What follows belongs to an exercise in optimizing a design on an open flow for a short achievable clock period and few clock cycles; a production flow would make more cautious choices.
RTL that was checked went through simulation tests only; none was proved equivalent to the original.
No functional check of the RTL was part of runs 3 to 5.
Power is estimated from default activity; no workload was simulated.

**run.sh**
```bash
#!/bin/bash
# synth_recipe.tcl (not shown) runs the flow's synth.tcl, then flattens the netlist and writes it again
# the make line also repeats each setting of config.mk as NAME=value (left out here)
make -C /OpenROAD-flow-scripts/flow DESIGN_CONFIG=/design/flow/config.mk WORK_HOME=/design/flow/orfs CLKGATE_MAP_FILE= SYNTH_SCRIPT=/design/flow/synth_recipe.tcl finish
```
**config.mk**
```make
export PLATFORM = sky130hd
export DESIGN_NAME = axi_qspi_controller
export DESIGN_NICKNAME = axi_qspi_controller
export VERILOG_FILES = /design/flow/design.v
export SDC_FILE = /design/flow/constraint.sdc
export NUM_CORES = 4
export LEC_CHECK = 0
export CAP_MARGIN = 20
export CORE_MARGIN = 2
export CORE_UTILIZATION = 40
export CTS_CLUSTER_DIAMETER = 80
export CTS_CLUSTER_SIZE = 30
export SETUP_SLACK_MARGIN = 2.9
export SLEW_MARGIN = 20
```
**constraint.sdc**
```tcl
create_clock -name core_clock -period 5.0 [get_ports {s_axi_aclk}]
set_input_delay 1.0000 -clock core_clock [delete_from_list [all_inputs] [get_ports {s_axi_aclk}]]
set_output_delay 1.0000 -clock core_clock [all_outputs]
set_load 0.01 [all_outputs]
```
**design.v**
```verilog
`timescale 1ns/1ns
package axi_lite_pkg;
  typedef logic [31:0] addr_t;
  typedef logic [31:0] data_t;
  typedef logic [3:0] strb_t;
  typedef enum logic [1:0] {
    RESP_OKAY   = 2'b00,
    RESP_SLVERR = 2'b10
  } resp_t;
endpackage
`timescale 1ns/1ns
package spi_flash_pkg;
  typedef logic [7:0]  opcode_t;
  typedef logic [23:0] flash_addr_t;
  typedef logic [3:0]  dummy_t;
  typedef logic [5:0]  data_len_t;
  typedef logic [7:0]  clkdiv_t;
  typedef logic        cs_idx_t;
  typedef enum logic [2:0] {
    ENG_IDLE,
    ENG_COMMAND,
    ENG_ADDRESS,
    ENG_DUMMY,
    ENG_DATA,
    ENG_FINISH
  } engine_state_t;
  typedef enum logic [1:0] {
    XIP_IDLE,
    XIP_WAIT,
    XIP_RESPOND
  } xip_state_t;
endpackage
`timescale 1ns/1ns
module axi_qspi_controller
(
  input  logic       s_axi_aclk,
  input  logic       s_axi_aresetn,
  input  logic       s_axi_awvalid_i,
  input  axi_lite_pkg::addr_t      s_axi_awaddr_i,
  output logic       s_axi_awready_o,
  input  logic       s_axi_wvalid_i,
  input  axi_lite_pkg::data_t      s_axi_wdata_i,
  input  axi_lite_pkg::strb_t      s_axi_wstrb_i,
  output logic       s_axi_wready_o,
  output logic       s_axi_bvalid_o,
  output axi_lite_pkg::resp_t      s_axi_bresp_o,
  input  logic       s_axi_bready_i,
  input  logic       s_axi_arvalid_i,
  input  axi_lite_pkg::addr_t      s_axi_araddr_i,
  output logic       s_axi_arready_o,
  output logic       s_axi_rvalid_o,
  output axi_lite_pkg::data_t      s_axi_rdata_o,
  output axi_lite_pkg::resp_t      s_axi_rresp_o,
  input  logic       s_axi_rready_i,
  output logic       spi_clk_o,
  output logic [1:0] spi_csn_o,
  output logic       spi_sdo_o,
  input  logic       spi_sdi_i
);
  localparam logic [2:0] SEG_HDR = 3'd0;   
  localparam logic [2:0] SEG_DUM = 3'd1;   
  localparam logic [2:0] SEG_DAT = 3'd2;   
  localparam logic [2:0] SEG_XD  = 3'd3;   
  localparam logic [2:0] SEG_END = 3'd4;   
  logic [7:0]  clkdiv;
  logic        cpol;
  logic [7:0]  cmd;
  logic [23:0] addr;
  logic [5:0]  len;
  logic        aen;
  logic [3:0]  dummy;
  logic        wcmd;
  logic [31:0] txdata;
  logic        cs_def;
  logic [31:0] cs_a0, cs_m0, cs_a1, cs_m1;
  logic        cmd_pend;       
  logic        fr_open;        
  logic        fr_xip;         
  logic        st_cs;          
  logic [2:0]  seg;
  logic [5:0]  bl;             
  logic        last;           
  logic        ph;             
  logic [7:0]  wcnt;           
  logic        allow;          
  logic [31:0] tx;
  logic [31:0] rx;
  logic [23:0] sh_a;           
  logic        want;           
  logic        rd_out;         
  logic [23:0] ar_q;
  logic [15:0] g0_q;           
  logic [15:0] g1_q;           
  logic [11:0] ge_q;           
  logic [11:0] off_hi;         
  logic        win_q;          
  logic        ok_q;           
  logic        dec;            
  logic        cs_q;           
  logic        hs_q;           
  logic        pend_new;       
  logic        rv_go;          
  logic        rv_int;         
  logic [31:0] rd_h;           
  logic        ar_n;           
  logic [1:0]  cs_sel;         
  assign s_axi_arready_o = ~ar_n;
  assign spi_csn_o       = ~cs_sel;
  logic        wr_busy;        
  logic        wr_seen;
  logic        wr_go;
  logic        wr_app;         
  logic [11:0] wq_sel;
  logic        wq_ok;
  logic [31:0] wq_d;
  logic [3:0]  wq_s;
  logic        busy;
  assign busy = cmd_pend | (fr_open & ~fr_xip);
  function automatic logic [31:0] bswap(input logic [31:0] w);
    bswap = {w[7:0], w[15:8], w[23:16], w[31:24]};
  endfunction
  function automatic logic [7:0] mb(input logic [7:0] o, input logic [7:0] d, input logic s);
    mb = s ? d : o;
  endfunction
  function automatic logic [31:0] mw(input logic [31:0] o, input logic [31:0] d, input logic [3:0] s);
    mw = {mb(o[31:24], d[31:24], s[3]), mb(o[23:16], d[23:16], s[2]),
          mb(o[15:8], d[15:8], s[1]), mb(o[7:0], d[7:0], s[0])};
  endfunction
  function automatic logic mapped(input logic [31:0] a);
    mapped = (a[31:12] == 20'h0) && (a[1:0] == 2'b00) && (a[11:2] <= 10'd11);
  endfunction
  function automatic logic [15:0] grp_eq(input logic [31:0] a, input logic [31:0] m,
                                         input logic [31:0] v);
    logic [31:0] x;
    x = (a & m) ^ v;
    for (int i = 0; i < 16; i++) begin
      grp_eq[i] = (x[2*i +: 2] == 2'h0);
    end
  endfunction
  logic [15:0] ge_w;
  assign ge_w = grp_eq({8'h0, s_axi_araddr_i[23:0]}, 32'h00FF_FFFF, {8'h0, sh_a});
  logic        d_cs;
  logic        d_on;
  logic        d_hit;
  logic        d_miss;
  logic        d_far;
  logic [31:0] d_val;
  assign d_cs   = (&g0_q) ? 1'b0 : (&g1_q) ? 1'b1 : cs_def;
  assign d_on   = fr_open & fr_xip & (st_cs == d_cs) & (&ge_q);
  assign d_hit  = dec & win_q & d_on;
  assign d_miss = dec & win_q & ~d_on;
  assign d_far  = dec & win_q & fr_xip & ~(&ge_q);
  logic [11:0] rsel_q;
  always_comb begin
    d_val = ({32{rsel_q[0]}}  & {23'h0, cpol, clkdiv}) |
            ({32{rsel_q[1]}}  & {24'h0, cmd}) |
            ({32{rsel_q[2]}}  & {8'h0, addr}) |
            ({32{rsel_q[3]}}  & {15'h0, wcmd, dummy, 3'h0, aen, 2'h0, len}) |
            ({32{rsel_q[4]}}  & txdata) |
            ({32{rsel_q[5]}}  & rx) |
            ({32{rsel_q[6]}}  & {31'h0, busy}) |
            ({32{rsel_q[7]}}  & {31'h0, cs_def}) |
            ({32{rsel_q[8]}}  & cs_a0) |
            ({32{rsel_q[9]}}  & cs_m0) |
            ({32{rsel_q[10]}} & cs_a1) |
            ({32{rsel_q[11]}} & cs_m1);
  end
  logic close_st;
  logic close_now;
  logic xd_last;
  logic xhold;
  logic step;
  logic lead_clk;
  logic trail;
  logic deliver;
  logic rx_en;
  logic [31:0] word;
  assign close_st  = fr_xip ? (pend_new | wr_seen) : (seg == SEG_END);
  assign close_now = fr_open & ~ph & (close_st | d_far);
  assign xd_last   = (seg == SEG_XD) & last;
  assign xhold     = xd_last & ~want & ~hs_q;
  assign step      = fr_open & ~ph & allow;
  assign lead_clk  = step & ~close_st & ~d_far;
  assign trail     = fr_open & ph & allow & (~xhold | close_st);
  assign word      = {rx[30:0], spi_sdi_i};
  assign deliver   = ph & allow & xd_last & (want | hs_q);
  assign rx_en     = ph & allow & ((seg == SEG_XD && !last) || (seg == SEG_DAT && !wcmd));
  assign wr_go = s_axi_awvalid_i & s_axi_wvalid_i & ~wr_busy & ~fr_open & ~cmd_pend & ~pend_new;
  always_ff @(posedge s_axi_aclk) begin
    if (!rd_out) begin
      ar_q <= s_axi_araddr_i[23:0];
      g0_q <= grp_eq(s_axi_araddr_i, cs_m0, cs_a0);
      g1_q <= grp_eq(s_axi_araddr_i, cs_m1, cs_a1);
      ge_q <= ge_w[11:0];
    end
    if (dec) begin
      cs_q   <= d_cs;
      off_hi <= ar_q[23:12] - 12'h001;
      for (int i = 0; i < 12; i++) begin
        rsel_q[i] <= ok_q && (ar_q[5:2] == 4'(i));
      end
    end
    if (!wr_busy) begin
      for (int i = 0; i < 12; i++) begin
        wq_sel[i] <= (s_axi_awaddr_i[11:2] == 10'(i));
      end
      wq_ok <= mapped(s_axi_awaddr_i);
      wq_d  <= s_axi_wdata_i;
      wq_s  <= s_axi_wstrb_i;
    end
    if (!fr_open) begin
      if (cmd_pend) begin
        tx <= {cmd, addr};
      end else begin
        tx   <= {8'h03, off_hi, ar_q[11:0]};
        sh_a <= ar_q;
      end
    end else begin
      if (step) begin
        spi_sdo_o <= tx[31];
        tx        <= {tx[30:0], 1'b0};
      end
      if (ph && allow && last && seg[2:1] == 2'b00) begin
        tx <= txdata;
      end
      if (deliver) begin
        sh_a <= sh_a + 24'd4;
      end
    end
    if (rv_go || deliver) begin
      rd_h <= rv_go ? d_val : bswap(word);
    end
    if (rv_go) begin
      s_axi_rdata_o <= d_val;
    end else if (deliver) begin
      s_axi_rdata_o <= bswap(word);
    end else begin
      s_axi_rdata_o <= rd_h;
    end
  end
  always_ff @(posedge s_axi_aclk or negedge s_axi_aresetn) begin
    if (!s_axi_aresetn) begin
      clkdiv   <= 8'd4;
      cpol     <= 1'b0;
      cmd      <= '0;
      addr     <= '0;
      len      <= '0;
      aen      <= 1'b0;
      dummy    <= '0;
      wcmd     <= 1'b0;
      txdata   <= '0;
      cs_def   <= 1'b0;
      cs_a0    <= '0;
      cs_m0    <= '0;
      cs_a1    <= '0;
      cs_m1    <= '0;
      cmd_pend <= 1'b0;
      fr_open  <= 1'b0;
      fr_xip   <= 1'b0;
      st_cs    <= 1'b0;
      seg      <= SEG_HDR;
      bl       <= '0;
      last     <= 1'b0;
      ph       <= 1'b0;
      wcnt     <= '0;
      allow    <= 1'b0;
      rx       <= '0;
      want     <= 1'b0;
      spi_clk_o <= 1'b0;
      cs_sel    <= 2'b00;
      rd_out   <= 1'b0;
      win_q    <= 1'b0;
      ok_q     <= 1'b0;
      dec      <= 1'b0;
      hs_q     <= 1'b0;
      pend_new <= 1'b0;
      rv_go    <= 1'b0;
      ar_n     <= 1'b0;
      s_axi_rvalid_o  <= 1'b0;
      rv_int   <= 1'b0;
      s_axi_rresp_o   <= axi_lite_pkg::RESP_OKAY;
      wr_busy  <= 1'b0;
      wr_seen  <= 1'b0;
      wr_app   <= 1'b0;
      s_axi_awready_o <= 1'b0;
      s_axi_wready_o  <= 1'b0;
      s_axi_bvalid_o  <= 1'b0;
      s_axi_bresp_o   <= axi_lite_pkg::RESP_OKAY;
    end else begin
      wr_seen <= s_axi_awvalid_i | s_axi_wvalid_i;
      s_axi_awready_o <= wr_go;
      s_axi_wready_o  <= wr_go;
      wr_app <= s_axi_awready_o;
      if (wr_go) begin
        wr_busy <= 1'b1;
      end else if (s_axi_bvalid_o && s_axi_bready_i) begin
        wr_busy <= 1'b0;
      end
      if (s_axi_bvalid_o && s_axi_bready_i) begin
        s_axi_bvalid_o <= 1'b0;
      end
      if (wr_app) begin
        s_axi_bvalid_o <= 1'b1;
        s_axi_bresp_o  <= wq_ok ? axi_lite_pkg::RESP_OKAY : axi_lite_pkg::RESP_SLVERR;
        if (wq_ok) begin
          if (wq_sel[0]) begin
            clkdiv <= mb(clkdiv, wq_d[7:0], wq_s[0]);
            if (wq_s[1]) cpol <= wq_d[8];
          end
          if (wq_sel[1]) cmd <= mb(cmd, wq_d[7:0], wq_s[0]);
          if (wq_sel[2]) addr <= {mb(addr[23:16], wq_d[23:16], wq_s[2]),
                                  mb(addr[15:8], wq_d[15:8], wq_s[1]),
                                  mb(addr[7:0], wq_d[7:0], wq_s[0])};
          if (wq_sel[3]) begin
            if (wq_s[0]) len <= wq_d[5:0];
            if (wq_s[1]) begin
              aen   <= wq_d[8];
              dummy <= wq_d[15:12];
            end
            if (wq_s[2]) wcmd <= wq_d[16];
          end
          if (wq_sel[4]) txdata <= mw(txdata, wq_d, wq_s);
          if (wq_sel[6] && wq_s[0] && wq_d[0]) cmd_pend <= 1'b1;
          if (wq_sel[7] && wq_s[0]) cs_def <= wq_d[0];
          if (wq_sel[8])  cs_a0 <= mw(cs_a0, wq_d, wq_s);
          if (wq_sel[9])  cs_m0 <= mw(cs_m0, wq_d, wq_s);
          if (wq_sel[10]) cs_a1 <= mw(cs_a1, wq_d, wq_s);
          if (wq_sel[11]) cs_m1 <= mw(cs_m1, wq_d, wq_s);
        end
      end
      dec   <= s_axi_arvalid_i & ~rd_out;
      hs_q  <= d_hit;
      rv_go <= dec & ~win_q;
      if (!rd_out) begin
        win_q <= (s_axi_araddr_i[31:12] != 20'h0);
        ok_q  <= mapped(s_axi_araddr_i);
      end
      if (s_axi_arvalid_i && !rd_out) begin
        rd_out <= 1'b1;
      end else if (rv_int && s_axi_rready_i) begin
        rd_out <= 1'b0;
      end
      if (s_axi_arvalid_i && !ar_n) begin
        ar_n <= 1'b1;
      end else if (rv_int && s_axi_rready_i) begin
        ar_n <= 1'b0;
      end
      if (s_axi_rvalid_o && s_axi_rready_i) begin
        s_axi_rvalid_o <= 1'b0;
      end
      if (rv_int && s_axi_rready_i) begin
        rv_int <= 1'b0;
      end
      if (rv_go || deliver) begin
        s_axi_rvalid_o <= 1'b1;
        rv_int         <= 1'b1;
      end
      if (rv_go) begin
        s_axi_rresp_o  <= ok_q ? axi_lite_pkg::RESP_OKAY : axi_lite_pkg::RESP_SLVERR;
      end
      if (deliver) begin
        s_axi_rresp_o  <= axi_lite_pkg::RESP_OKAY;
      end
      if (d_miss) begin
        pend_new <= 1'b1;
      end
      if (!fr_open) begin
        spi_clk_o <= cpol;
        ph        <= 1'b0;
        wcnt      <= clkdiv;
        allow     <= (clkdiv == 8'd0);
        if (cmd_pend) begin
          cmd_pend  <= 1'b0;
          fr_open   <= 1'b1;
          fr_xip    <= 1'b0;
          cs_sel    <= cs_def ? 2'b10 : 2'b01;
          seg       <= SEG_HDR;
          bl        <= aen ? 6'd32 : 6'd8;
          last      <= 1'b0;
          rx        <= '0;
        end else if (pend_new) begin
          pend_new  <= 1'b0;
          fr_open   <= 1'b1;
          fr_xip    <= 1'b1;
          st_cs     <= cs_q;
          cs_sel    <= cs_q ? 2'b10 : 2'b01;
          seg       <= SEG_HDR;
          bl        <= 6'd32;
          last      <= 1'b0;
          want      <= 1'b1;
        end
      end else begin
        if (close_now) begin
          fr_open   <= 1'b0;
          fr_xip    <= 1'b0;
          cs_sel    <= 2'b00;
          want      <= 1'b0;
        end
        if (lead_clk || trail) begin
          spi_clk_o <= ~spi_clk_o;
          ph        <= ~ph;
        end
        if (step || trail) begin
          wcnt  <= clkdiv;
          allow <= (clkdiv == 8'd0);
        end else begin
          if (wcnt != 8'd0) wcnt <= wcnt - 8'd1;
          allow <= (wcnt <= 8'd1);
        end
        if (rx_en) begin
          rx <= word;
        end
        if (trail) begin
          if (!last) begin
            bl   <= bl - 6'd1;
            last <= (bl == 6'd2);
          end else begin
            case (seg)
              SEG_HDR: begin
                if (fr_xip) begin
                  seg  <= SEG_XD;
                  bl   <= 6'd32;
                  last <= 1'b0;
                end else if (dummy != 4'h0) begin
                  seg  <= SEG_DUM;
                  bl   <= {2'b00, dummy};
                  last <= (dummy == 4'd1);
                end else if (len != 6'd0) begin
                  seg  <= SEG_DAT;
                  bl   <= len;
                  last <= (len == 6'd1);
                end else begin
                  seg  <= SEG_END;
                end
              end
              SEG_DUM: begin
                if (len != 6'd0) begin
                  seg  <= SEG_DAT;
                  bl   <= len;
                  last <= (len == 6'd1);
                end else begin
                  seg  <= SEG_END;
                end
              end
              SEG_XD: begin
                bl   <= 6'd32;
                last <= 1'b0;
              end
              default: seg <= SEG_END;
            endcase
          end
        end
      end
      if (deliver) begin
        want <= 1'b0;
      end else if (hs_q) begin
        want <= 1'b1;
      end
    end
  end
endmodule
```
==> run_results.csv, run 1 <==
group,metric,value,unit
setup_path,critical_path.slowest_cell,"sky130_fd_sc_hd__dfrtp_2",
global_routing,gr_usage_total,0.245,
yosys,post_synthesis_instance_area,0.0248,mm²
clock_tree,clkTransAtPathRegs,0.10,ns
timing,min_period,2.29,ns
yosys,synth_warn,1,
route,routed_wl,79.5,mm
setup_path,crit_type,"reg -> out",
setup_path,nature_of_the_critical_path_endpoint,"output pin",
die,coreArea,0.0615,mm²
setup_path,crit_path_start_kind,"flip-flop",
route,via_per_inst,5.87,
clock_tree,num_cts_buffers,30,
timing,final-setup-viol-count,0,
placed_design,port_buffers,150,
die,initial_utilization,0.403,
yosys,postSynth.topFlopCell,"sky130_fd_sc_hd__dfrtp_1",
setup_path,reg2reg_from,"rsel_q[0]",
setup_path,timing.critical_path.slowest_cell_delay,0.47,ns
timing,final-hold-violation-count,0,
setup_path,worstSetupPathDepth,2,
global_routing,grt_first_pass_wirelength,116,mm
route,detailroute.via_count,17900,
die,io_pins,153,
power_and_ir_drop,power_per_cell_area,500,mW/mm²
die,die_w,253,µm
placed_design,preCtsSetupSlack,1.75,ns
final_layout,area_delta_synth_final,17.3,%
setup_path,critPathCapture,"spi_csn_o[1]",
setup_path,worstRegToRegCells,4,
die,die_height,253,µm
hold_path,hp-start,"s_axi_awready_o",
yosys,synth_seq_cells,553,
power_and_ir_drop,total_leakage_power,12.1,nW
yosys,synth-edff-count,230,
setup_path,worst_r2r_endpoint,"rd_h[8]",
final_layout,drive_gt1_frac,0.216,
clock_tree,ctsHoldBuffers,0,
global_routing,grt_pass1_vias,17400,
yosys,synth_cell_type_count,74,
final_layout,final_common_cell,"sky130_fd_sc_hd__dfrtp_1",
final_layout,fin_nets,2352,
final_layout,antennaDiodeCount,0,
placed_design,routabilityCongestion,0.931,
timing,timing.max_slew.rel_slack,0.340,
timing,final.setup.tns,0,ns
setup_path,worstPathArrival,1.29,ns
clock_tree,cts_tree,"done",
timing,rsz0062_at_grt,"yes",
clock_tree,cts_sinks,553,
flow_run,max_cap_viol_count,0,
setup_path,crit_buf_inv,2,
route,detail_route.iter0.violations,2002,
route,route.detailed.wl_per_inst,26.1,µm
clock_tree,cts-root-to-sink-buffers,3,
route,drt-pass1-iter-count,7,
timing,timing.clock.skew,0.0246,ns
clock_tree,cts_root_buf,"sky130_fd_sc_hd__clkbuf_16",
timing,max_freq,436,MHz
yosys,average_cell_area_after_synthesis,12.0,µm²
die,rows,91,
route,antenna_violating_nets_post_route,0,
setup_path,crit_path_start,"cs_sel[1]",
global_routing,number_of_antenna_violations_at_the_first_check_in_global_routing,2,
final_layout,finalNonFillerCells,3052,
timing,layout_worst_path_cycle_share,0.458,
setup_path,worst-path-max-fanout,2,
timing,max_slew.worst_pin.slew,0.990,ns
global_routing,total_overflow_reported_by_the_global_router,0,
yosys,ys_seq_area_frac,0.598,
route,drc,0,
clock_tree,clock_insertion_delay_worst_skew,0.64,ns
setup_path,crit_chain,"inv_1 > buf_2",
die,die_area,0.0640,mm²
hold_path,worstHoldPathType,"reg -> reg",
yosys,synthArstFlopShare,0.526,
global_routing,maximum_number_of_pins_on_one_net_before_global_route_repair,115,
yosys,synthCells,2066,
power_and_ir_drop,largest_voltage_drop_on_the_vdd_net,0.000339,V
timing,slew_violations,0,
final_layout,layout_common_cells,"sky130_fd_sc_hd__dfrtp_1 (283), sky130_fd_sc_hd__nand2_1 (265), sky130_fd_sc_hd__edfxtp_1 (230)",
placed_design,dp_cells,2946,
clock_tree,clock_tree.htree_level_count,1,
timing,fin_ws,2.71,ns
placed_design,dp_hpwl,55.3,mm
setup_path,worst_path_top_cell_family_by_delay,"flip-flops",
run_status,outcome,"timing/DRC/antenna clean",
setup_path,crit_required,4.00,ns
setup_path,worst_reg2reg_setup_slack,2.89,ns
-- kinds of logic (layout without fill, tap and decap cells) --
logic type | after synthesis | after routing | synth area share
AO/OA/AOI/OAI | 319 | 320 | 0.0915
XOR/XNOR | 126 | 126 | 0.0445
adder cells (fa/ha/maj) | 6 | 6 | 0.00303
buffers and inverters | 121 | 315 | 0.0206
flip-flops | 553 | 553 | 0.598
multiplexers | 265 | 265 | 0.118
other | 1 | 2 | 0.000151
AND/OR/NAND/NOR | 675 | 675 | 0.124
-- cell usage after synthesis, drive strengths merged, types with 3 or more instances --
| cell | number | area share |
|---|---|---|
| a22oi | 70 | 0.021 |
| buf | 33 | 0.0073 |
| a21o | 7 | 0.0022 |
| nand4 | 32 | 0.0081 |
| mux2 | 218 | 0.099 |
| dfrtp | 290 | 0.29 |
| nor3b | 4 | 0.0012 |
| dfxtp | 32 | 0.026 |
| a211oi | 33 | 0.010 |
| a222oi | 18 | 0.0073 |
| a22o | 14 | 0.0049 |
| nand2b | 7 | 0.0018 |
| ha | 6 | 0.0030 |
| a21oi | 59 | 0.012 |
| nand3b | 4 | 0.0012 |
| xor2 | 47 | 0.017 |
| nand2 | 271 | 0.041 |
| a2111oi | 11 | 0.0039 |
| and3 | 12 | 0.0030 |
| nor4 | 21 | 0.0056 |
| nor3 | 27 | 0.0064 |
| or4 | 5 | 0.0017 |
| xnor2 | 79 | 0.028 |
| clkbuf | 60 | 0.0091 |
| o21ai | 21 | 0.0042 |
| edfxtp | 230 | 0.28 |
| o211ai | 4 | 0.0012 |
| o22ai | 5 | 0.0013 |
| nor2b | 28 | 0.0071 |
| a31oi | 29 | 0.0073 |
| a21boi | 9 | 0.0027 |
| mux2i | 47 | 0.019 |
| nand3 | 79 | 0.016 |
| o21a | 10 | 0.0030 |
| nor2 | 169 | 0.026 |
| inv | 28 | 0.0042 |
| and4 | 3 | 0.0011 |
| o31ai | 9 | 0.0027 |
-- worst min-delay path by stage --
stage | end | cells after the start
2_1_floorplan | spi_sdo_o | 0
3_3_place_gp | wr_app | 0
3_5_place_dp | wr_app | 0
4_1_cts | wr_app | 0
5_1_grt | wr_app | 0
6_report | wr_app | 0
-- registers in the layout (all words and copies together), names as in the netlist, 32 cells and up --
signal,flops
cs_a1,32
rd_h,32
wq_d,32
cs_m1,32
txdata,32
cs_a0,32
tx,32
s_axi_rdata_o,32
cs_m0,32
rx,32
-- where the power goes --
part           internal (W)  switching (W)
sequential          0.00608        0.00128
combinational       0.00189        0.00220
clock               0.00135        0.00173
-- area by class of cell --
cell class              count  area (µm²)
clock buffers              32         779
clock inverters            24         349
fillers                  5614       32400
inverters                  28         120
multi-input cells        1394        9800
flip-flops and latches    553       14900
well taps                 790         988
repair buffers            228        2150
repair inverters            3        17.5
-- through the flow --
step / utilization / total power [W] / hold slack, ns / area, µm²
floorplan: - / 0.00963 / 0.400 / 24800
global placement: 0.442 / 0.0111 / 0.402 / 27200
detailed placement: 0.442 / 0.0112 / 0.395 / 27200
CTS: 0.465 / 0.0144 / 0.420 / 28600
global route: 0.473 / 0.0152 / 0.449 / 29100
finish: 0.473 / 0.0145 / 0.413 / 29100
-- worst register-to-register path, delay by kind of cell, from the launching register on --
family / cells / cell delay, ns
simple gates: 2 / 0.23
flops: 1 / 0.69
compound gates: 2 / 0.93
-- timing repair --
action                                  CTS  global route
gates cloned                              3             3
buffers inserted                         23            21
pin swaps                                 1            13
hold endpoints to repair                  0             0
resized for setup                       256            52
endpoints found under the setup margin  246           210
-- layer usage --
metal / GRT usage / wire length, µm / vias up
met1: 0.340 / 33300 / 9062
met4: 0.0898 / 2880 / 2
met3: 0.0531 / 7090 / 121
met2: 0.378 / 36300 / 831
li1: - / - / 7884
met5: 0 / 13 / -
Testbench counts, summed over its fixed seeds: cycles 141,600.
==> run 2, diff against run 1 <==
--- a/config.mk
+++ b/config.mk
@@ -8,7 +8,5 @@
 export CAP_MARGIN = 20
 export CORE_MARGIN = 2
 export CORE_UTILIZATION = 40
-export CTS_CLUSTER_DIAMETER = 80
-export CTS_CLUSTER_SIZE = 30
 export SETUP_SLACK_MARGIN = 2.9
 export SLEW_MARGIN = 20
==> run 2 against run 1 <==
  * Still clean
  * Global-route usage is 0.45 points higher
  * Maximum frequency is 1.1% higher
  * Combinational power is 1% higher
  * Area after synthesis stayed put
  * Wire length is 2.0% higher
  * Design area is 2.5% higher
  * First-iteration DRC count is 3.1% lower
  * Clock-buffer cell count is 56 higher
  * Register-to-register slack better by 0.02 ns
  * Synthesized cell count stayed put
  * Total power is 9.5% higher
  * Core utilization is 1.2 points higher
==> run_results.csv, run 2 <==
group,metric,value,unit
setup_path,worstPathArrival,1.27,ns
die,io_pins,153,
yosys,synth-edff-count,230,
yosys,netlist_top_cells_count,"sky130_fd_sc_hd__dfrtp_1 (290), sky130_fd_sc_hd__nand2_1 (271), sky130_fd_sc_hd__edfxtp_1 (230)",
route,drc,0,
yosys,synthMostInstantiatedCell,"sky130_fd_sc_hd__dfrtp_1",
die,die_area,0.0640,mm²
setup_path,critical_path.slowest_cell,"sky130_fd_sc_hd__dfrtp_2",
clock_tree,ctsHoldBuffers,0,
die,rows,91,
global_routing,grt_first_pass_wirelength,117,mm
route,antenna_violating_nets_post_route,0,
final_layout,fin_nets,2378,
timing,final-setup-viol-count,0,
route,drt-pass1-iter-count,5,
final_layout,area_delta_synth_final,20.2,%
placed_design,port_buffers,150,
timing,final-hold-violation-count,0,
final_layout,layout.filler_cells,5517,
global_routing,maximum_number_of_pins_on_one_net_before_global_route_repair,115,
timing,layout_worst_path_cycle_share,0.453,
global_routing,grt_pass1_vias,17700,
setup_path,timing.critical_path.slowest_cell_delay,0.46,ns
timing,max_freq,441,MHz
clock_tree,clock_tree.htree_level_count,2,
yosys,synth_seq_cells,553,
timing,timing.max_slew.rel_slack,0.322,
power_and_ir_drop,design_power_total,0.0159,W
power_and_ir_drop,largest_voltage_drop_on_the_vdd_net,0.000316,V
flow_run,max_cap_viol_count,0,
die,die_w,253,µm
hold_path,worstHoldPathType,"reg -> reg",
yosys,synthArstFlopShare,0.526,
route,via_per_inst,5.88,
clock_tree,cts_sinks,553,
yosys,synthCells,2066,
power_and_ir_drop,total_leakage_power,12.5,nW
yosys,ys_seq_area_frac,0.598,
yosys,post_synthesis_instance_area,0.0248,mm²
placed_design,dp_hpwl,55.3,mm
final_layout,layout_common_cells,"sky130_fd_sc_hd__dfrtp_1 (283), sky130_fd_sc_hd__nand2_1 (264), sky130_fd_sc_hd__edfxtp_1 (230)",
setup_path,crit_buf_inv,2,
route,routed_wl,81.1,mm
die,coreArea,0.0615,mm²
die,initial_utilization,0.403,
yosys,post-synth-top-area-cell,"sky130_fd_sc_hd__dfrtp_1",
yosys,synth_cell_type_count,74,
clock_tree,num_cts_buffers,57,
yosys,post-synth-top-area-fraction,0.293,
timing,fin_ws,2.73,ns
global_routing,gr_usage_total,0.249,
route,route.detailed.wl_per_inst,26.2,µm
setup_path,nature_of_the_critical_path_endpoint,"output pin",
yosys,average_cell_area_after_synthesis,12.0,µm²
placed_design,preCtsSetupSlack,1.75,ns
global_routing,number_of_antenna_violations_at_the_first_check_in_global_routing,2,
yosys,synth.area.top_cells,"sky130_fd_sc_hd__dfrtp_1 (29%), sky130_fd_sc_hd__edfxtp_1 (28%), sky130_fd_sc_hd__mux2_2 (9.9%)",
setup_path,crit_chain,"inv_1 > buf_2",
setup_path,crit_path_start_kind,"flip-flop",
setup_path,worst_path_top_cell_family_by_delay,"flip-flops",
setup_path,crit_type,"reg -> out",
clock_tree,cts_root_buf,"sky130_fd_sc_hd__clkbuf_16",
timing,min_period,2.27,ns
yosys,postSynth.topFlopCell,"sky130_fd_sc_hd__dfrtp_1",
final_layout,drive_gt1_frac,0.222,
placed_design,routabilityCongestion,0.931,
timing,timing.clock.skew,0.0121,ns
setup_path,worst-path-max-fanout,2,
final_layout,antennaDiodeCount,0,
clock_tree,clkTransAtPathRegs,0.06,ns
route,detailroute.via_count,18200,
global_routing,total_overflow_reported_by_the_global_router,0,
final_layout,final_common_cell,"sky130_fd_sc_hd__dfrtp_1",
setup_path,worst_reg2reg_setup_slack,2.91,ns
power_and_ir_drop,power_per_cell_area,534,mW/mm²
die,die_height,253,µm
clock_tree,cts_tree,"done",
clock_tree,clock_insertion_delay_worst_skew,0.63,ns
timing,slew_violations,0,
timing,final.setup.tns,0,ns
route,detail_route.iter0.violations,1940,
timing,max_slew.worst_pin.slew,1.02,ns
yosys,synth_warn,1,
setup_path,crit_required,4.00,ns
run_status,outcome,"timing/DRC/antenna clean",
timing,rsz0062_at_grt,"yes",
clock_tree,cts-root-to-sink-buffers,3,
-- run 2: cell types whose count changed in the layout (fill, tap and decap cells not counted), sizes merged --
| cell | change |
|---|---|
| clkinvlp | -1 |
| clkbuf | +55 |
| bufbuf | +1 |
| bufinv | +1 |
| dlymetal6s2s | +2 |
| buf | -2 |
| clkinv | +4 |
| and4 | +1 |
| inv | -9 |
| clkdlybuf4s50 | -2 |
-- run 2: per-stage QoR --
step / util / cells / hold slack, ns / instance area (µm²)
after floorplan: - / 2067 / 0.400 / 24800
after detailed placement: 0.442 / 2946 / 0.395 / 27200
after global routing: 0.484 / 3102 / 0.437 / 29800
after global placement: 0.442 / 2946 / 0.402 / 27200
after CTS: 0.477 / 3078 / 0.408 / 29300
final: 0.484 / 3102 / 0.401 / 29800
-- run 2: worst register-to-register path: cells and delay by family (launching register included) --
kind | cells | cell delay (ns)
compound gates | 2 | 0.78
buf+inv | 1 | 0.32
simple gates | 2 | 0.38
flops | 1 | 0.35
-- run 2: metal layers --
layer  GRT usage  part of all wire  vias to the layer above
met4       0.104             0.040                        4
met2       0.378              0.45                      872
met1       0.339              0.41                     9252
li1            -                 -                     7957
met5           0           0.00025                        -
met3      0.0668              0.10                      160
-- run 2: final timing paths --
| check | cells after the start | to | from |
|---|---|---|---|
| setup / recovery | 2 | spi_csn_o[1] | cs_sel[1] |
| hold / removal | 0 | wr_app | s_axi_awready_o |
| setup reg to reg | 5 | rd_h[22] | rsel_q[8] |
| hold reg to reg | 0 | wr_app | s_axi_awready_o |
| max in group asynchronous | 2 | cs_a1[17] | s_axi_aresetn |
| min in group asynchronous | 1 | rx[31] | s_axi_aresetn |
-- run 2: logic make-up (layout without fill, tap and decap cells) --
kind of cell / after synthesis / after routing / synth area share
and+or+nand+nor: 675 / 676 / 0.124
DFF: 553 / 553 / 0.598
AOI/OAI and AO/OA: 319 / 320 / 0.0915
muxes: 265 / 265 / 0.118
xor gates and xnor gates: 126 / 126 / 0.0445
buffers and inverters: 121 / 364 / 0.0206
adders and majority gates: 6 / 6 / 0.00303
other: 1 / 2 / 0.000151
-- run 2: cell type report --
cell class,instances,area (µm²),share of cell area
Timing Repair Buffer,226,2050,0.0688
Multi-Input combinational cell,1395,9830,0.330
Timing Repair inverter,3,17.5,0.000588
Tap cell,790,988,0.0332
Clock inverter,19,165,0.00554
Clock buffer,88,1760,0.0590
Sequential cell,553,14900,0.499
Inverter,28,120,0.00403
-- run 2: repair_timing --
item	in CTS	in global routing
pin swaps	1	13
gates resized for setup	235	56
cloned	3	4
endpoints found under the hold margin	0	0
setup buffers	22	20
setup endpoints to repair	247	244
-- run 2: report_power, final --
group          total [W]  switching (W)  internal (W)
Sequential       0.00738        0.00129       0.00610
Combinational    0.00414        0.00223       0.00191
Clock            0.00438        0.00182       0.00256
==> run 3, diff against run 2 <==
--- a/design.v
+++ b/design.v
@@ -217,8 +217,7 @@
       end
     end else begin
       if (step) begin
-        spi_sdo_o <= tx[31];
-        tx        <= {tx[30:0], 1'b0};
+        tx <= {tx[30:0], 1'b0};
       end
       if (ph && allow && last && seg[2:1] == 2'b00) begin
         tx <= txdata;
@@ -268,6 +267,7 @@
       want     <= 1'b0;
       spi_clk_o <= 1'b0;
       cs_sel    <= 2'b00;
+      spi_sdo_o <= 1'b0;
       rd_out   <= 1'b0;
       win_q    <= 1'b0;
       ok_q     <= 1'b0;
@@ -396,6 +396,9 @@
           cs_sel    <= 2'b00;
           want      <= 1'b0;
         end
+        if (step) begin
+          spi_sdo_o <= tx[31];
+        end
         if (lead_clk || trail) begin
           spi_clk_o <= ~spi_clk_o;
           ph        <= ~ph;
--- a/config.mk
+++ b/config.mk
@@ -8,5 +8,7 @@
 export CAP_MARGIN = 20
 export CORE_MARGIN = 2
 export CORE_UTILIZATION = 40
+export CTS_CLUSTER_DIAMETER = 60
+export CTS_CLUSTER_SIZE = 24
 export SETUP_SLACK_MARGIN = 2.9
 export SLEW_MARGIN = 20
==> run 3 against run 2 <==
  * Sequential share of layout area rose by 1.3 points
  * Global-route usage decreased by 0.79 points
  * Register-to-register slack worse by 0.04 ns
  * Sequential power grew 0.8%
  * Hold slack worse by 0.011 ns
  * Largest cell class unchanged
  * Largest power group unchanged
  * Highest routed layer is now met4
==> run_results.csv, run 3 <==
group,metric,value,unit
yosys,netlist_top_cells_count,"sky130_fd_sc_hd__dfrtp_1 (291), sky130_fd_sc_hd__nand2_1 (290), sky130_fd_sc_hd__edfxtp_1 (229)",
yosys,synth_top_family_by_area,"simple AND/OR/NAND/NOR gates",
yosys,synth_warn,1,
clock_tree,cts_root_buf,"sky130_fd_sc_hd__clkbuf_16",
power_and_ir_drop,total_leakage_power,12.1,nW
placed_design,preCtsSetupSlack,1.71,ns
flow_run,max_cap_viol_count,0,
final_layout,layout.filler_cells,5552,
yosys,synth_compound_area_frac,0.0903,
setup_path,worst_path_top_cell_family_by_delay,"flip-flops",
route,via_per_inst,5.84,
power_and_ir_drop,power_per_cell_area,511,mW/mm²
global_routing,gr_usage_total,0.242,
die,coreArea,0.0615,mm²
setup_path,worst-path-max-fanout,2,
placed_design,dp_cells,2947,
final_layout,final_common_cell,"sky130_fd_sc_hd__nand2_1",
placed_design,port_buffers,150,
route,detailroute.via_count,17800,
yosys,synth_cell_type_count,71,
timing,fin_ws,2.78,ns
setup_path,worstSetupPathDepth,1,
placed_design,dp_hpwl,52.7,mm
timing,final-setup-viol-count,0,
die,die_height,253,µm
setup_path,crit_type,"reg -> out",
yosys,synthCells,2069,
setup_path,reg2reg_from,"rd_out",
timing,final.setup.tns,0,ns
setup_path,worstPathArrival,1.22,ns
route,drc,0,
route,detail_route.iter0.violations,1905,
setup_path,critical_path.slowest_cell,"sky130_fd_sc_hd__dfrtp_2",
hold_path,worstHoldPathType,"in -> async",
final_layout,area_delta_synth_final,17.3,%
setup_path,timing.critical_path.slowest_cell_delay,0.47,ns
yosys,yosys.area_share.simple,0.125,
die,die_area,0.0639,mm²
placed_design,routabilityCongestion,0.900,
die,initial_utilization,0.402,
setup_path,crit_path_start,"s_axi_rresp_o[1]",
clock_tree,clkTransAtPathRegs,0.10,ns
final_layout,layout_common_cells,"sky130_fd_sc_hd__nand2_1 (290), sky130_fd_sc_hd__dfrtp_1 (285), sky130_fd_sc_hd__edfxtp_1 (229)",
route,routed_wl,78.0,mm
final_layout,finalNonFillerCells,3056,
global_routing,grt_first_pass_wirelength,114,mm
yosys,synthArstFlopShare,0.528,
timing,timing.clock.skew,0.0316,ns
yosys,synthMostInstantiatedCell,"sky130_fd_sc_hd__dfrtp_1",
clock_tree,ctsHoldBuffers,0,
yosys,post-synth-top-area-cell,"sky130_fd_sc_hd__dfrtp_1",
route,antenna_violating_nets_post_route,0,
timing,max_slew.worst_pin.slew,0.784,ns
timing,slew_violations,0,
global_routing,maximum_number_of_pins_on_one_net_before_global_route_repair,90,
run_status,outcome,"timing/DRC/antenna clean",
yosys,synth_xor_area_frac,0.0435,
setup_path,crit_required,4.00,ns
timing,timing.max_slew.rel_slack,0.476,
final_layout,drive_gt1_frac,0.208,
power_and_ir_drop,largest_voltage_drop_on_the_vdd_net,0.000267,V
die,rows,91,
final_layout,fin_nets,2347,
setup_path,worstRegToRegCells,2,
yosys,synth-edff-count,229,
global_routing,grt_pass1_vias,17300,
clock_tree,cts_sinks,553,
clock_tree,cts_tree,"done",
clock_tree,clock_tree.htree_level_count,2,
yosys,synth_seq_cells,553,
timing,min_period,2.22,ns
clock_tree,clock_insertion_delay_worst_skew,0.61,ns
yosys,synth_adder_area_share,0.00303,
timing,max_freq,451,MHz
yosys,ys_seq_area_frac,0.599,
die,io_pins,153,
route,drt-pass1-iter-count,8,
yosys,postSynth.topFlopCell,"sky130_fd_sc_hd__dfrtp_1",
setup_path,crit_buf_inv,1,
global_routing,total_overflow_reported_by_the_global_router,0,
yosys,post_synthesis_instance_area,0.0247,mm²
clock_tree,num_cts_buffers,41,
die,die_w,253,µm
setup_path,crit_path_start_kind,"flip-flop",
yosys,yosys-mux-area-fraction,0.118,
setup_path,crit_chain,"buf_6",
timing,rsz0062_at_grt,"yes",
timing,final-hold-violation-count,0,
route,route.detailed.wl_per_inst,25.5,µm
timing,layout_worst_path_cycle_share,0.444,
global_routing,number_of_antenna_violations_at_the_first_check_in_global_routing,0,
final_layout,antennaDiodeCount,0,
yosys,post-synth-top-area-fraction,0.294,
clock_tree,cts-root-to-sink-buffers,3,
setup_path,nature_of_the_critical_path_endpoint,"output pin",
yosys,average_cell_area_after_synthesis,12.0,µm²
yosys,synth.area.top_cells,"sky130_fd_sc_hd__dfrtp_1 (29%), sky130_fd_sc_hd__edfxtp_1 (28%), sky130_fd_sc_hd__mux2_2 (10%)",
==> run 3: cell count changes in the layout (fill, tap and decap cells not counted), moves of 6 or more <==
cell and delta:
sky130_fd_sc_hd__inv_8 +7, sky130_fd_sc_hd__clkbuf_8 -13, sky130_fd_sc_hd__mux2i_1 -7, sky130_fd_sc_hd__mux2_2 +7, sky130_fd_sc_hd__a211oi_1 +6, sky130_fd_sc_hd__clkbuf_16 -17, sky130_fd_sc_hd__buf_4 -20, sky130_fd_sc_hd__nand2_2 -6
sky130_fd_sc_hd__clkinv_1 -8, sky130_fd_sc_hd__nand2_1 +26, sky130_fd_sc_hd__clkbuf_1 -12
==> run 3: area by class of cell <==
cell class,count,area [µm²],area share
Clock buffer,46,1110,0.0382
Clock inverter,30,367,0.0126
Inverter,31,125,0.00431
Multi-Input combinational cell,1395,9650,0.332
Sequential cell,553,14900,0.512
Tap cell,790,988,0.0340
Timing Repair Buffer,209,1920,0.0660
Timing Repair inverter,2,15.0,0.000517
==> run 3: final timing paths <==
path / slack, ns / to
worst max-delay path: 2.78 / s_axi_rresp_o[1]
worst min-delay path: 0.39 / cs_sel[0]
worst max register to register: 2.87 / ar_q[21]
worst min register to register: 0.49 / rv_go
max in group asynchronous: 3.34 / last
min in group core_clock: 0.49 / rv_go
==> run 3: cells by family (layout without fill, tap and decap cells) <==
group / after synthesis / count (layout)
muxes: 264 / 264
buffers and inverters: 123 / 318
xor gates and xnor gates: 123 / 123
and+or+nand+nor: 682 / 683
AOI/OAI and AO/OA: 317 / 317
other: 1 / 2
DFF: 553 / 553
adders and majority gates: 6 / 6
==> run 3: routing by layer <==
metal | up-vias | wire length (µm) | GRT usage
met5 | - | 0 | 0
met1 | 9038 | 33400 | 0.341
met2 | 810 | 36000 | 0.382
met4 | 0 | 2340 | 0.0771
li1 | 7869 | - | -
met3 | 130 | 6220 | 0.0387
==> run 3: stage by stage <==
stage	instance area (µm²)	utilization	total power [W]	hold WS, ns
after floorplan	24800	-	0.00962	0.425
after global placement	27100	0.441	0.0110	0.426
after detailed placement	27100	0.441	0.0111	0.412
after CTS	28800	0.468	0.0148	0.415
after global routing	29000	0.472	0.0155	0.451
final	29000	0.472	0.0148	0.389
==> run 3: timing repair <==
action / CTS / global route
cloned: 3 / 1
endpoints found under the setup margin: 290 / 125
buffers inserted: 18 / 11
pin swaps: 4 / 8
resized for setup: 236 / 42
==> run 3: power breakdown <==
part	internal, W	leakage, nW	switching, W
Sequential	0.00611	6.34	0.00133
Clock	0.00178	0.717	0.00191
Combinational	0.00177	5.03	0.00195
==> run 4, diff against run 3 <==
==> flow/run.sh (new file) <==
#!/bin/bash
# The standard layout, with plain buffers (not delay cells) on the ports.
set -euo pipefail
export BUFFER_PORTS_ARGS="-buffer_cell sky130_fd_sc_hd__buf_2"
bash standard.sh > standard_flow.log 2>&1
==> standard.sh (new file) <==
#!/bin/bash
# synth_recipe.tcl (not shown) runs the flow's synth.tcl, then flattens the netlist and writes it again
# the make line also repeats each setting of config.mk as NAME=value (left out here)
make -C /OpenROAD-flow-scripts/flow DESIGN_CONFIG=/design/flow/config.mk WORK_HOME=/design/flow/orfs CLKGATE_MAP_FILE= SYNTH_SCRIPT=/design/flow/synth_recipe.tcl "${@:-finish}"
removed: run.sh
==> run 4 against run 3 <==
  * Global-route usage rose by 0.057 points
  * Core utilization fell by 1.0 points
  * Largest cell class unchanged
  * First-iteration DRC count rose by 14%
  * Still clean
  * Clock skew rose by 0.011 ns
  * Area after synthesis did not move
  * Register-to-register slack improved by 0.06 ns
  * Non-clock buffer count fell by 7
  * Final cell count fell by 0.16%
==> run_results.csv, run 4 <==
group,metric,value,unit
run_status,outcome,"timing/DRC/antenna clean",
yosys,ys_seq_area_frac,0.599,
clock_tree,ctsHoldBuffers,0,
timing,max_freq,454,MHz
final_layout,drive_gt1_frac,0.250,
yosys,postSynth.topFlopCell,"sky130_fd_sc_hd__dfrtp_1",
route,via_per_inst,5.86,
yosys,post-synth-top-area-fraction,0.294,
die,die_height,253,µm
setup_path,worstPathArrival,1.20,ns
yosys,synthCells,2069,
yosys,average_cell_area_after_synthesis,12.0,µm²
global_routing,number_of_antenna_violations_at_the_first_check_in_global_routing,4,
final_layout,post-route-util,0.462,
yosys,synth_warn,1,
route,detailroute.via_count,17900,
setup_path,crit_path_start_kind,"flip-flop",
global_routing,grt_pass1_vias,17200,
timing,fin_ws,2.80,ns
yosys,synth-edff-count,229,
yosys,synth_seq_cells,553,
clock_tree,num_cts_buffers,42,
global_routing,gr_usage_total,0.242,
clock_tree,clock_insertion_delay_worst_skew,0.60,ns
setup_path,crit_type,"reg -> out",
final_layout,layout_common_cells,"sky130_fd_sc_hd__nand2_1 (288), sky130_fd_sc_hd__dfrtp_1 (285), sky130_fd_sc_hd__edfxtp_1 (229)",
clock_tree,clkTransAtPathRegs,0.09,ns
yosys,post-synth-top-area-cell,"sky130_fd_sc_hd__dfrtp_1",
timing,max_slew.worst_pin.slew,0.795,ns
setup_path,nature_of_the_critical_path_endpoint,"output pin",
placed_design,preCtsSetupSlack,2.14,ns
clock_tree,cts_tree,"done",
clock_tree,clock_tree.htree_level_count,2,
power_and_ir_drop,total_leakage_power,12.0,nW
global_routing,total_overflow_reported_by_the_global_router,0,
yosys,synthArstFlopShare,0.528,
die,die_area,0.0639,mm²
yosys,synth.area.top_cells,"sky130_fd_sc_hd__dfrtp_1 (29%), sky130_fd_sc_hd__edfxtp_1 (28%), sky130_fd_sc_hd__mux2_2 (10%)",
timing,timing.max_slew.rel_slack,0.470,
timing,layout_worst_path_cycle_share,0.441,
route,detail_route.iter0.violations,2172,
yosys,netlist_top_cells_count,"sky130_fd_sc_hd__dfrtp_1 (291), sky130_fd_sc_hd__nand2_1 (290), sky130_fd_sc_hd__edfxtp_1 (229)",
timing,rsz0062_at_grt,"yes",
setup_path,timing.critical_path.slowest_cell_delay,0.46,ns
timing,final-hold-violation-count,0,
power_and_ir_drop,power_per_cell_area,519,mW/mm²
hold_path,worstHoldPathType,"in -> async",
final_layout,design_area,0.0284,mm²
setup_path,crit_required,4.00,ns
final_layout,fin_nets,2342,
yosys,post_synthesis_instance_area,0.0247,mm²
setup_path,crit_chain,"buf_6",
route,drt-pass1-iter-count,5,
setup_path,worst-path-max-fanout,2,
route,route.detailed.wl_per_inst,25.6,µm
timing,slew_violations,0,
setup_path,critical_path.slowest_cell,"sky130_fd_sc_hd__dfrtp_2",
placed_design,routabilityCongestion,0.872,
timing,final-setup-viol-count,0,
route,drc,0,
setup_path,worst_path_top_cell_family_by_delay,"flip-flops",
yosys,synth_cell_type_count,71,
final_layout,final_common_cell,"sky130_fd_sc_hd__nand2_1",
final_layout,area_delta_synth_final,14.8,%
global_routing,maximum_number_of_pins_on_one_net_before_global_route_repair,117,
global_routing,grt_first_pass_wirelength,114,mm
timing,final.setup.tns,0,ns
placed_design,dp_hpwl,52.2,mm
clock_tree,cts_root_buf,"sky130_fd_sc_hd__clkbuf_16",
placed_design,port_buffers,150,
yosys,synthMostInstantiatedCell,"sky130_fd_sc_hd__dfrtp_1",
clock_tree,cts-root-to-sink-buffers,3,
die,io_pins,153,
final_layout,antennaDiodeCount,0,
route,routed_wl,78.1,mm
placed_design,placedInstanceArea,0.0264,mm²
power_and_ir_drop,largest_voltage_drop_on_the_vdd_net,0.000289,V
timing,timing.clock.skew,0.0426,ns
flow_run,max_cap_viol_count,0,
setup_path,crit_buf_inv,1,
clock_tree,cts_sinks,553,
die,die_w,253,µm
route,antenna_violating_nets_post_route,0,
die,rows,91,
die,initial_utilization,0.402,
timing,min_period,2.20,ns
die,coreArea,0.0615,mm²
-- run 4: cell counts after synthesis --
No cell type changed its count.
-- run 4: worst paths after layout --
| path | startpoint | slack [ns] | end | cells after the start |
|---|---|---|---|---|
| setup reg to reg | want | 2.93 | rd_h[27] | 6 |
| setup / recovery | s_axi_rresp_o[1] | 2.80 | s_axi_rresp_o[1] | 1 |
| min in group core_clock | s_axi_awready_o | 0.43 | wr_app | 0 |
| max in group asynchronous | s_axi_aresetn | 3.50 | txdata[29] | 2 |
| hold reg to reg | s_axi_awready_o | 0.43 | wr_app | 0 |
| hold / removal | s_axi_aresetn | 0.39 | cs_a0[8] | 1 |
-- run 4: kinds of logic after synthesis --
family | share of synthesized area
multiplexers | 0.118
AO/OA/AOI/OAI | 0.0903
flip-flops | 0.599
XOR/XNOR | 0.0435
other | 0.000152
adder cells (fa/ha/maj) | 0.00303
AND/OR/NAND/NOR | 0.125
buffers and inverters | 0.0208
-- run 4: area by class of cell --
cell class / instances / area (µm²)
Timing Repair Buffer: 202 / 1370
Tap cell: 790 / 988
Timing Repair inverter: 2 / 15.0
Sequential cell: 553 / 14900
Clock buffer: 46 / 1090
Inverter: 31 / 131
Multi-Input combinational cell: 1396 / 9590
Fill cell: 5610 / 33100
Clock inverter: 31 / 330
-- run 4: timing repair --
action                                  4_1_cts  5_1_grt
setup buffers                                16       11
pin swaps                                     1        7
resized for setup                            75       26
gates cloned                                  4        1
endpoints found under the setup margin      287      116
-- run 4: power breakdown --
part,switching (W),internal [W],total [W]
Sequential,0.00136,0.00611,0.00747
Clock,0.00189,0.00170,0.00359
Combinational,0.00194,0.00174,0.00368
Total,0.00519,0.00954,0.0147
-- run 4: worst register-to-register path: cells and delay by family, from the launching register on --
family                 cells  cell delay (ns)
AND/OR/NAND/NOR            3             0.87
buffers and inverters      3             0.57
flip-flops                 1             0.38
-- run 4: through the flow --
stage	hold slack [ns]	power [W]	cells
floorplan	0.425	0.00962	2070
global placement	0.402	0.0109	2942
detailed placement	0.397	0.0110	2942
CTS	0.419	0.0147	3039
global route	0.428	0.0154	3051
finish	0.385	0.0147	3051
-- run 4: metal layers --
metal  GRT usage  wire, µm  part of all wire
met3      0.0529      7040             0.090
met1       0.331     32400              0.41
met2       0.383     36100              0.46
met5           0        36           0.00046
met4      0.0788      2590             0.033
==> run 5, diff against run 4 <==
--- a/design.v
+++ b/design.v
@@ -102,10 +102,10 @@
   logic        rv_go;          
   logic        rv_int;         
   logic [31:0] rd_h;           
-  logic        ar_n;           
+  logic        rv_go2;         
+  logic        rd_out_nx;
   logic [1:0]  cs_sel;         
-  assign s_axi_arready_o = ~ar_n;
-  assign spi_csn_o       = ~cs_sel;
+  assign spi_csn_o = ~cs_sel;
   logic        wr_busy;        
   logic        wr_seen;
   logic        wr_go;
@@ -185,6 +185,7 @@
   assign word      = {rx[30:0], spi_sdi_i};
   assign deliver   = ph & allow & xd_last & (want | hs_q);
   assign rx_en     = ph & allow & ((seg == SEG_XD && !last) || (seg == SEG_DAT && !wcmd));
+  assign rd_out_nx = (s_axi_arvalid_i & ~rd_out) | (rd_out & ~(rv_int & s_axi_rready_i));
   assign wr_go = s_axi_awvalid_i & s_axi_wvalid_i & ~wr_busy & ~fr_open & ~cmd_pend & ~pend_new;
   always_ff @(posedge s_axi_aclk) begin
     if (!rd_out) begin
@@ -229,13 +230,14 @@
     if (rv_go || deliver) begin
       rd_h <= rv_go ? d_val : bswap(word);
     end
-    if (rv_go) begin
-      s_axi_rdata_o <= d_val;
-    end else if (deliver) begin
-      s_axi_rdata_o <= bswap(word);
-    end else begin
-      s_axi_rdata_o <= rd_h;
-    end
+    s_axi_rdata_o <= deliver ? bswap(word) : rd_h;
+    s_axi_rresp_o <= (~win_q & ~ok_q) ? axi_lite_pkg::RESP_SLVERR : axi_lite_pkg::RESP_OKAY;
+    s_axi_bresp_o <= wq_ok ? axi_lite_pkg::RESP_OKAY : axi_lite_pkg::RESP_SLVERR;
+    s_axi_awready_o <= wr_go;
+    s_axi_wready_o  <= wr_go;
+    s_axi_arready_o <= ~rd_out_nx;
+    spi_clk_o <= fr_open ? (spi_clk_o ^ (lead_clk | trail)) : cpol;
+    spi_sdo_o <= fr_open & (step ? tx[31] : spi_sdo_o);
   end
   always_ff @(posedge s_axi_aclk or negedge s_axi_aresetn) begin
     if (!s_axi_aresetn) begin
@@ -265,9 +267,7 @@
       allow    <= 1'b0;
       rx       <= '0;
       want     <= 1'b0;
-      spi_clk_o <= 1'b0;
       cs_sel    <= 2'b00;
-      spi_sdo_o <= 1'b0;
       rd_out   <= 1'b0;
       win_q    <= 1'b0;
       ok_q     <= 1'b0;
@@ -275,21 +275,15 @@
       hs_q     <= 1'b0;
       pend_new <= 1'b0;
       rv_go    <= 1'b0;
-      ar_n     <= 1'b0;
+      rv_go2   <= 1'b0;
       s_axi_rvalid_o  <= 1'b0;
       rv_int   <= 1'b0;
-      s_axi_rresp_o   <= axi_lite_pkg::RESP_OKAY;
       wr_busy  <= 1'b0;
       wr_seen  <= 1'b0;
       wr_app   <= 1'b0;
-      s_axi_awready_o <= 1'b0;
-      s_axi_wready_o  <= 1'b0;
       s_axi_bvalid_o  <= 1'b0;
-      s_axi_bresp_o   <= axi_lite_pkg::RESP_OKAY;
     end else begin
       wr_seen <= s_axi_awvalid_i | s_axi_wvalid_i;
-      s_axi_awready_o <= wr_go;
-      s_axi_wready_o  <= wr_go;
       wr_app <= s_axi_awready_o;
       if (wr_go) begin
         wr_busy <= 1'b1;
@@ -301,7 +295,6 @@
       end
       if (wr_app) begin
         s_axi_bvalid_o <= 1'b1;
-        s_axi_bresp_o  <= wq_ok ? axi_lite_pkg::RESP_OKAY : axi_lite_pkg::RESP_SLVERR;
         if (wq_ok) begin
           if (wq_sel[0]) begin
             clkdiv <= mb(clkdiv, wq_d[7:0], wq_s[0]);
@@ -330,37 +323,23 @@
       end
       dec   <= s_axi_arvalid_i & ~rd_out;
       hs_q  <= d_hit;
-      rv_go <= dec & ~win_q;
+      rv_go  <= dec & ~win_q;
+      rv_go2 <= rv_go;
       if (!rd_out) begin
         win_q <= (s_axi_araddr_i[31:12] != 20'h0);
         ok_q  <= mapped(s_axi_araddr_i);
       end
-      if (s_axi_arvalid_i && !rd_out) begin
-        rd_out <= 1'b1;
-      end else if (rv_int && s_axi_rready_i) begin
-        rd_out <= 1'b0;
-      end
-      if (s_axi_arvalid_i && !ar_n) begin
-        ar_n <= 1'b1;
-      end else if (rv_int && s_axi_rready_i) begin
-        ar_n <= 1'b0;
-      end
+      rd_out <= rd_out_nx;
       if (s_axi_rvalid_o && s_axi_rready_i) begin
         s_axi_rvalid_o <= 1'b0;
       end
       if (rv_int && s_axi_rready_i) begin
         rv_int <= 1'b0;
       end
-      if (rv_go || deliver) begin
+      if (rv_go2 || deliver) begin
         s_axi_rvalid_o <= 1'b1;
         rv_int         <= 1'b1;
       end
-      if (rv_go) begin
-        s_axi_rresp_o  <= ok_q ? axi_lite_pkg::RESP_OKAY : axi_lite_pkg::RESP_SLVERR;
-      end
-      if (deliver) begin
-        s_axi_rresp_o  <= axi_lite_pkg::RESP_OKAY;
-      end
       if (d_miss) begin
         pend_new <= 1'b1;
       end
==> run.sh (new file) <==
#!/bin/bash
# synth_recipe.tcl (not shown) runs the flow's synth.tcl, then flattens the netlist and writes it again
# the make line also repeats each setting of config.mk as NAME=value (left out here)
make -C /OpenROAD-flow-scripts/flow DESIGN_CONFIG=/design/flow/config.mk WORK_HOME=/design/flow/orfs CLKGATE_MAP_FILE= SYNTH_SCRIPT=/design/flow/synth_recipe.tcl finish
removed: flow/run.sh
removed: standard.sh
==> run 5 against run 4 <==
  * The run now fails in synthesis (1_2_yosys)
==> run_results.csv, run 5 <==
group,metric,value,unit
run_status,outcome,"did not finish",
run_status,last_stage_the_flow_got_to,"synthesis (1_2_yosys)",
run_status,error,"ERROR: Found 2 problems in 'check -assert'.",
yosys,postSynth.topFlopCell,"sky130_fd_sc_hd__dfrtp_1",
yosys,post-synth-top-area-cell,"sky130_fd_sc_hd__dfrtp_1",
yosys,post-synth-top-area-fraction,0.292,
yosys,synth.area.top_cells,"sky130_fd_sc_hd__dfrtp_1 (29%), sky130_fd_sc_hd__edfxtp_1 (28%), sky130_fd_sc_hd__mux2_2 (12%)",
yosys,synthMostInstantiatedCell,"sky130_fd_sc_hd__dfrtp_1",
yosys,synth_seq_cells,556,
yosys,yosys_area,0.0245,mm²
yosys,synth_warn,1,
yosys,synth-edff-count,231,
yosys,synthArstFlopShare,0.516,
yosys,synth_cell_type_count,69,
yosys,ys_seq_area_frac,0.607,
yosys,netlist_top_cells_count,"sky130_fd_sc_hd__dfrtp_1 (286), sky130_fd_sc_hd__mux2_2 (255), sky130_fd_sc_hd__edfxtp_1 (231)",
yosys,synth-cells-yosys,1972,
==> run 5: cell count changes after synthesis, moves of 17 or more <==
cell	previous run	this run
sky130_fd_sc_hd__a211oi_1	34	5
sky130_fd_sc_hd__a221oi_1	3	27
sky130_fd_sc_hd__a31oi_1	29	12
sky130_fd_sc_hd__a41oi_1	0	23
sky130_fd_sc_hd__mux2_2	224	255
sky130_fd_sc_hd__nand2_1	290	212
sky130_fd_sc_hd__nand3_1	71	24
sky130_fd_sc_hd__nor2b_1	30	12
sky130_fd_sc_hd__o21ai_0	21	57
==> run 5: kinds of logic after synthesis <==
group	count (synthesis)	synth area share
DFF	556	0.607
xor gates and xnor gates	128	0.0457
and+or+nand+nor	554	0.102
adders and majority gates	6	0.00306
other	1	0.000153
buffers and inverters	113	0.0194
AOI/OAI and AO/OA	330	0.0937
muxes	284	0.129
==> run 6, diff against run 5 <==
--- a/design.v
+++ b/design.v
@@ -344,7 +344,6 @@
         pend_new <= 1'b1;
       end
       if (!fr_open) begin
-        spi_clk_o <= cpol;
         ph        <= 1'b0;
         wcnt      <= clkdiv;
         allow     <= (clkdiv == 8'd0);
@@ -375,11 +374,7 @@
           cs_sel    <= 2'b00;
           want      <= 1'b0;
         end
-        if (step) begin
-          spi_sdo_o <= tx[31];
-        end
         if (lead_clk || trail) begin
-          spi_clk_o <= ~spi_clk_o;
           ph        <= ~ph;
         end
         if (step || trail) begin
--- a/config.mk
+++ b/config.mk
@@ -10,5 +10,5 @@
 export CORE_UTILIZATION = 40
 export CTS_CLUSTER_DIAMETER = 60
 export CTS_CLUSTER_SIZE = 24
-export SETUP_SLACK_MARGIN = 2.9
+export SETUP_SLACK_MARGIN = 3.0
 export SLEW_MARGIN = 20
==> run 6 against run 5 <==
  * Now clean on timing, DRC and antenna
==> run_results.csv, run 6 <==
group,metric,value,unit
timing,max_freq,464,MHz
power_and_ir_drop,total_leakage_power,12.0,nW
setup_path,crit_chain,"inv_1 > buf_2",
power_and_ir_drop,swShare,0.314,
die,die_area,0.0633,mm²
setup_path,nature_of_the_critical_path_endpoint,"output pin",
route,met1Wirelength,33.0,mm
final_layout,drive_gt1_frac,0.252,
timing,fin_hold_ws,0.380,ns
yosys,post-synth-top-area-fraction,0.292,
power_and_ir_drop,net-switching-power,0.00358,W
run_status,outcome,"timing/DRC/antenna clean",
final_layout,fin_nets,2255,
global_routing,maximum_number_of_pins_on_one_net_before_global_route_repair,105,
clock_tree,num_cts_buffers,42,
route,detailroute.via_count,17300,
setup_path,crit_path_start_kind,"flip-flop",
placed_design,routabilityCongestion,0.897,
clock_tree,clkTransAtPathRegs,0.08,ns
timing,final.setup.tns,0,ns
die,die_height,252,µm
power_and_ir_drop,power_per_cell_area,391,mW/mm²
yosys,average_cell_area_after_synthesis,12.5,µm²
route,top_signal_layer_used,"met5",
yosys,ys_seq_area_frac,0.604,
global_routing,number_of_antenna_violations_at_the_first_check_in_global_routing,3,
clock_tree,cts_root_buf,"sky130_fd_sc_hd__clkbuf_16",
timing,timing.clock.skew,0.0315,ns
timing,max_slew.worst_pin.slew,0.904,ns
setup_path,worst-path-max-fanout,2,
route,routed_wl,78.7,mm
yosys,synth_seq_cells,554,
setup_path,timing.critical_path.slowest_cell_delay,0.38,ns
setup_path,crit_buf_inv,2,
flow_run,max_cap_viol_count,0,
final_layout,design_area,0.0292,mm²
clock_tree,clock_tree.htree_level_count,2,
die,coreArea,0.0605,mm²
power_and_ir_drop,portion_of_total_power_attributed_to_sequential_cells,0.496,
setup_path,worst_path_top_cell_family_by_delay,"flip-flops",
yosys,synth.area.top_cells,"sky130_fd_sc_hd__dfrtp_1 (29%), sky130_fd_sc_hd__edfxtp_1 (28%), sky130_fd_sc_hd__mux2_2 (12%)",
power_and_ir_drop,power_report.internal_total,0.00783,W
yosys,synth-edff-count,229,
setup_path,crit_type,"reg -> out",
setup_path,critical_path.slowest_cell,"sky130_fd_sc_hd__dfrtp_1",
yosys,post_synthesis_instance_area,0.0245,mm²
timing,layout_worst_path_cycle_share,0.431,
setup_path,worstPathArrival,1.15,ns
route,drt-pass1-iter-count,5,
power_and_ir_drop,largest_voltage_drop_on_the_vdd_net,0.000237,V
clock_tree,cts_sinks,554,
timing,slew_violations,0,
route,drc,0,
power_and_ir_drop,clockPowerShare,0.326,
global_routing,grt_pass1_vias,17600,
route,antenna_violating_nets_post_route,0,
route,route.detailed.wl_per_inst,26.6,µm
clock_tree,clock_insertion_delay_worst_skew,0.62,ns
yosys,synthArstFlopShare,0.518,
yosys,post-synth-top-area-cell,"sky130_fd_sc_hd__dfrtp_1",
yosys,synthMostInstantiatedCell,"sky130_fd_sc_hd__dfrtp_1",
die,io_pins,153,
final_layout,final_common_cell,"sky130_fd_sc_hd__dfrtp_1",
timing,min_period,2.15,ns
placed_design,placedInstanceArea,0.0269,mm²
final_layout,layout.filler_cells,5314,
timing,rsz0062_at_grt,"yes",
route,dr_wl_met2,37.0,mm
yosys,synthCells,1959,
setup_path,crit_required,4.00,ns
final_layout,area_delta_synth_final,19.1,%
global_routing,gr_usage_total,0.248,
hold_path,worstHoldPathType,"reg -> reg",
yosys,netlist_top_cells_count,"sky130_fd_sc_hd__dfrtp_1 (286), sky130_fd_sc_hd__mux2_2 (253), sky130_fd_sc_hd__edfxtp_1 (229)",
route,wl_met3,5.34,mm
clock_tree,cts_tree,"done",
timing,final-hold-violation-count,0,
placed_design,port_buffers,150,
yosys,synth_cell_type_count,68,
route,via_per_inst,5.86,
die,rows,90,
global_routing,total_overflow_reported_by_the_global_router,0,
power_and_ir_drop,comb_power_share,0.177,
final_layout,layout_common_cells,"sky130_fd_sc_hd__dfrtp_1 (274), sky130_fd_sc_hd__mux2_2 (253), sky130_fd_sc_hd__edfxtp_1 (229)",
global_routing,grt_first_pass_wirelength,116,mm
die,die_w,252,µm
timing,timing.max_slew.rel_slack,0.397,
clock_tree,ctsHoldBuffers,0,
clock_tree,cts-root-to-sink-buffers,3,
placed_design,dp_hpwl,52.9,mm
timing,final-setup-viol-count,0,
route,detail_route.iter0.violations,1800,
yosys,synth_warn,1,
yosys,postSynth.topFlopCell,"sky130_fd_sc_hd__dfrtp_1",
die,initial_utilization,0.406,
-- run 6: cell type report --
class / count / area (µm²) / area share
Antenna cell: 2 / 5.00 / 0.000171
Clock buffer: 44 / 1080 / 0.0370
Clock inverter: 34 / 430 / 0.0147
Inverter: 29 / 116 / 0.00398
Multi-Input combinational cell: 1293 / 9490 / 0.325
Sequential cell: 554 / 14900 / 0.510
Tap cell: 782 / 978 / 0.0335
Timing Repair Buffer: 220 / 2190 / 0.0751
Timing Repair inverter: 1 / 7.51 / 0.000257
-- run 6: worst reg2reg max path: cells and delay by family, from the launching register on --
kind / cells / cell delay (ns)
buf+inv: 4 / 0.83
flops: 1 / 0.53
simple gates: 2 / 0.34
-- run 6: metal layers --
| layer | track usage | vias up |
|---|---|---|
| li1 | - | 7619 |
| met3 | 0.0444 | 155 |
| met1 | 0.330 | 8865 |
| met5 | 0 | - |
| met2 | 0.396 | 700 |
| met4 | 0.112 | 2 |
-- run 6: logic make-up (layout without fill, tap and decap cells) --
group                    after synthesis  in the layout  share of synthesized area
XOR/XNOR                             122            122                     0.0436
multiplexers                         295            295                      0.133
adder cells (fa/ha/maj)                6              6                    0.00306
AND/OR/NAND/NOR                      560            563                      0.105
buffers and inverters                116            328                     0.0200
other                                  1              4                   0.000153
flip-flops                           554            554                      0.604
AO/OA/AOI/OAI                        305            305                     0.0904
-- run 6: through the flow --
| step | instances | utilization | power [W] | setup slack [ns] |
|---|---|---|---|---|
| global route | 2959 | 0.483 | 0.0119 | 2.80 |
| global placement | 2831 | 0.445 | 0.00745 | 1.76 |
| floorplan | 1960 | - | 0.00680 | 2.98 |
| detailed placement | 2831 | 0.445 | 0.00751 | 1.73 |
| finish | 2959 | 0.483 | 0.0114 | 2.85 |
| CTS | 2939 | 0.477 | 0.0114 | 2.81 |
-- run 6: final timing paths --
check	start	to	slack [ns]	cells past startpoint
max in group asynchronous	s_axi_aresetn	addr[16]	3.44	2
min in group asynchronous	s_axi_aresetn	bl[1]	0.41	1
setup / recovery	cs_sel[0]	spi_csn_o[0]	2.85	2
setup reg to reg	fr_open	sh_a[19]	3.01	6
hold / removal	s_axi_awready_o	wr_app	0.38	0
hold reg to reg	s_axi_awready_o	wr_app	0.38	0
-- run 6: what timing repair did --
action,4_1_cts,5_1_grt
cloned,2,3
setup buffers,28,15
gates resized for setup,299,50
setup endpoints to repair,361,144
hold endpoints to repair,0,0
pin swaps,9,10
-- run 6: power groups by stage --
stage / logic [W] / clock network [W] / registers (W)
after global routing: 0.00220 / 0.00394 / 0.00571
after CTS: 0.00192 / 0.00378 / 0.00566
after floorplan: 0.00122 / 0 / 0.00558
final: 0.00202 / 0.00372 / 0.00567
after global placement: 0.00164 / 0 / 0.00582
after detailed placement: 0.00168 / 0 / 0.00583
Testbench counts of run 6, summed over its fixed seeds: cycles 141,600.

Re-timed with assumed drivers on the ports (clkbuf_16 on the clock, buf_2 on other inputs), run 6 has 2.786 ns of setup slack against 2.847 ns with ideal ports, and 2.438 ns once port delays also move by the mid clock arrival of 0.665 ns.
